Background: an optimization exercise with open tools, aiming at small area, a short achievable clock period and few clock cycles per item. Do not read the settings as production practice.
RTL that was checked went through simulation tests only; none was proved equivalent to the original.

Setup of v18:
// icmp4_to_icmp6_header_translate
module icmp4_to_icmp6_header_translate
#(
  parameter int PLATEAU_SLOTS = i46_pkg::PLATEAU_SLOTS_DEF
) (
  input  logic                  clk_i,
  input  logic                  rst_ni,
  input  logic                  cfg_we_i,
  input  logic [i46_pkg::CFG_IDX_W-1:0]  cfg_idx_i,
  input  logic [i46_pkg::CFG_DATA_W-1:0] cfg_data_i,
  input  logic                  in_valid_i,
  output logic                  in_ready_o,
  input  logic [7:0]            in_icmp4_type_i,
  input  logic [7:0]            in_icmp4_code_i,
  input  logic [31:0]           in_icmp4_rest_i,
  input  logic [15:0]           in_echo_identifier_i,
  input  logic [15:0]           in_inner_total_length_i,
  input  logic [15:0]           in_out_link_mtu_i,
  input  logic [15:0]           in_in_link_mtu_i,
  output logic                  out_valid_o,
  input  logic                  out_ready_i,
  output logic                  out_verdict_o,
  output logic                  out_is_error_message_o,
  output logic [7:0]            out_msg6_type_o,
  output logic [7:0]            out_msg6_code_o,
  output logic [31:0]           out_icmp6_rest_o
);
export LEC_CHECK = 0
export CAP_MARGIN = 20
export CORE_MARGIN = 2
export CORE_UTILIZATION = 40
export CTS_BUF_LIST = sky130_fd_sc_hd__clkbuf_8
export SETUP_SLACK_MARGIN = 2.8
export SLEW_MARGIN = 20
create_clock -name core_clock -period 5.5 [get_ports {clk_i}]
standard.sh (not shown) runs the stock make flow with config.mk's settings and CLKGATE_MAP_FILE= SYNTH_SCRIPT=/design/flow/synth_recipe.tcl, a recipe that flattens the netlist after the stock synthesis.
==> flow/flow/run.sh <==
#!/bin/bash
# The standard layout, with plain buffers on the ports instead of the
# delay buffers buffer_ports picks by default, and a clock tree with larger
# sink clusters and no dummy loads.
set -euo pipefail
export BUFFER_PORTS_ARGS="-buffer_cell sky130_fd_sc_hd__buf_1"
export CTS_ARGS="-sink_clustering_enable -repair_clock_nets -dont_use_dummy_load -buf_list sky130_fd_sc_hd__clkbuf_16 -sink_clustering_size 20 -sink_clustering_max_diameter 80"
bash standard.sh > standard.log 2>&1
## Diff of input files: v7 against v18
diff --git a/flow/design.v b/flow/design.v
--- a/flow/design.v
+++ b/flow/design.v
@@ -188,39 +188,39 @@
       if (cfg_idx_i == CFG_PLATEAU_N) begin
         count_q <= cfg_data_i[CNT_W-1:0];
       end
       if (cfg_idx_i == CFG_RAISE_MIN) begin
         raise_q <= cfg_data_i[0];
       end
     end
   end
-  logic v1_q, v2_q, v3_q, full_q;
-  logic v1_d, v2_d, v3_d;
+  logic v1_q, v2_q, v3_q;
   logic rdy1, rdy2, rdy3;
   logic in_fire;
   assign rdy3       = !v3_q || out_ready_i;
   assign rdy2       = !v2_q || rdy3;
-  assign rdy1       = !full_q || out_ready_i;
+  assign rdy1       = !v1_q || rdy2;
   assign in_ready_o = rdy1;
   assign in_fire    = in_valid_i && rdy1;
-  assign v1_d = rdy1 ? in_valid_i : v1_q;
-  assign v2_d = rdy2 ? v1_q : v2_q;
-  assign v3_d = rdy3 ? v2_q : v3_q;
   always_ff @(posedge clk_i or negedge rst_ni) begin
     if (!rst_ni) begin
-      v1_q   <= 1'b0;
-      v2_q   <= 1'b0;
-      v3_q   <= 1'b0;
-      full_q <= 1'b0;
+      v1_q <= 1'b0;
+      v2_q <= 1'b0;
+      v3_q <= 1'b0;
     end else begin
-      v1_q   <= v1_d;
-      v2_q   <= v2_d;
-      v3_q   <= v3_d;
-      full_q <= v1_d && v2_d && v3_d;
+      if (rdy1) begin
+        v1_q <= in_valid_i;
+      end
+      if (rdy2) begin
+        v2_q <= v1_q;
+      end
+      if (rdy3) begin
+        v3_q <= v2_q;
+      end
     end
   end
   function automatic logic [7:0] ptr_map(input logic [7:0] p);
     logic [7:0] r;
     case (p)
       8'd0:  r = 8'd0;
       8'd1:  r = 8'd1;
       8'd2:  r = 8'd4;
### Flow results
Via count ended up about 2% lower on v7 than on v18.
Between v18 and v7, multi-input combinational cell count is lower for v7, v18 comes in above that.
In the flow results for v18 and v7, the initial antenna violation count is larger on v18.
Looking at count of cells resized by post-cts repair, v7 sits 1 lower than v18 does.
v7 vs v18, delay of the slowest critical-path stage went up by 0.21 ns.
The total clock sinks on v18 is in line with that on v7.
For v7, the critical path class was reg2reg, unlike v18, where it was in2reg.
Relative to v18, final standard cell area without fillers has decreased by 300 um2 in v7.
The critical path buffer and inverter count of v7 is lower than that of v18.
Testbench counts of v7, summed over its fixed seeds: cycles 8,448, items 8,192.
Function not checked in v18: the RTL went through the layout flow alone.

[port drivers added, routing unchanged]
The results above use ideal ports. As a check the final layouts listed here were re-extracted and re-timed, cells and wires unchanged. Step 1 sets driving cells, clkbuf_16 on the clock port and buf_2 on the other inputs (assumed; they add their load-dependent delay and slew). Step 2 moves the port delays by t, midway between the first and last clock arrival at a register: inputs arrive t later, outputs are due t later. That takes back most of the time a late clock gives input paths. a / b / c = ideal / step 1 / step 2; a / b = the first two.
run	shift t [ns]	slack for setup (ns)	worst hold slack (ns)	worst register clock-pin slew, ns	worst slew at a driven data input, ns
v18	0.613	2.807 / 2.837 / 2.223	0.525 / 0.525 / 0.525	0.09 / 0.09	0.10
v7	0.599	2.802 / 2.792 / 2.253	0.448 / 0.448 / 0.448	0.08 / 0.08	0.11
After both steps every run listed still meets setup and hold. For v18, which loses most, drivers alone change the setup slack by +0.030 ns; drivers and shift together by -0.584 ns.
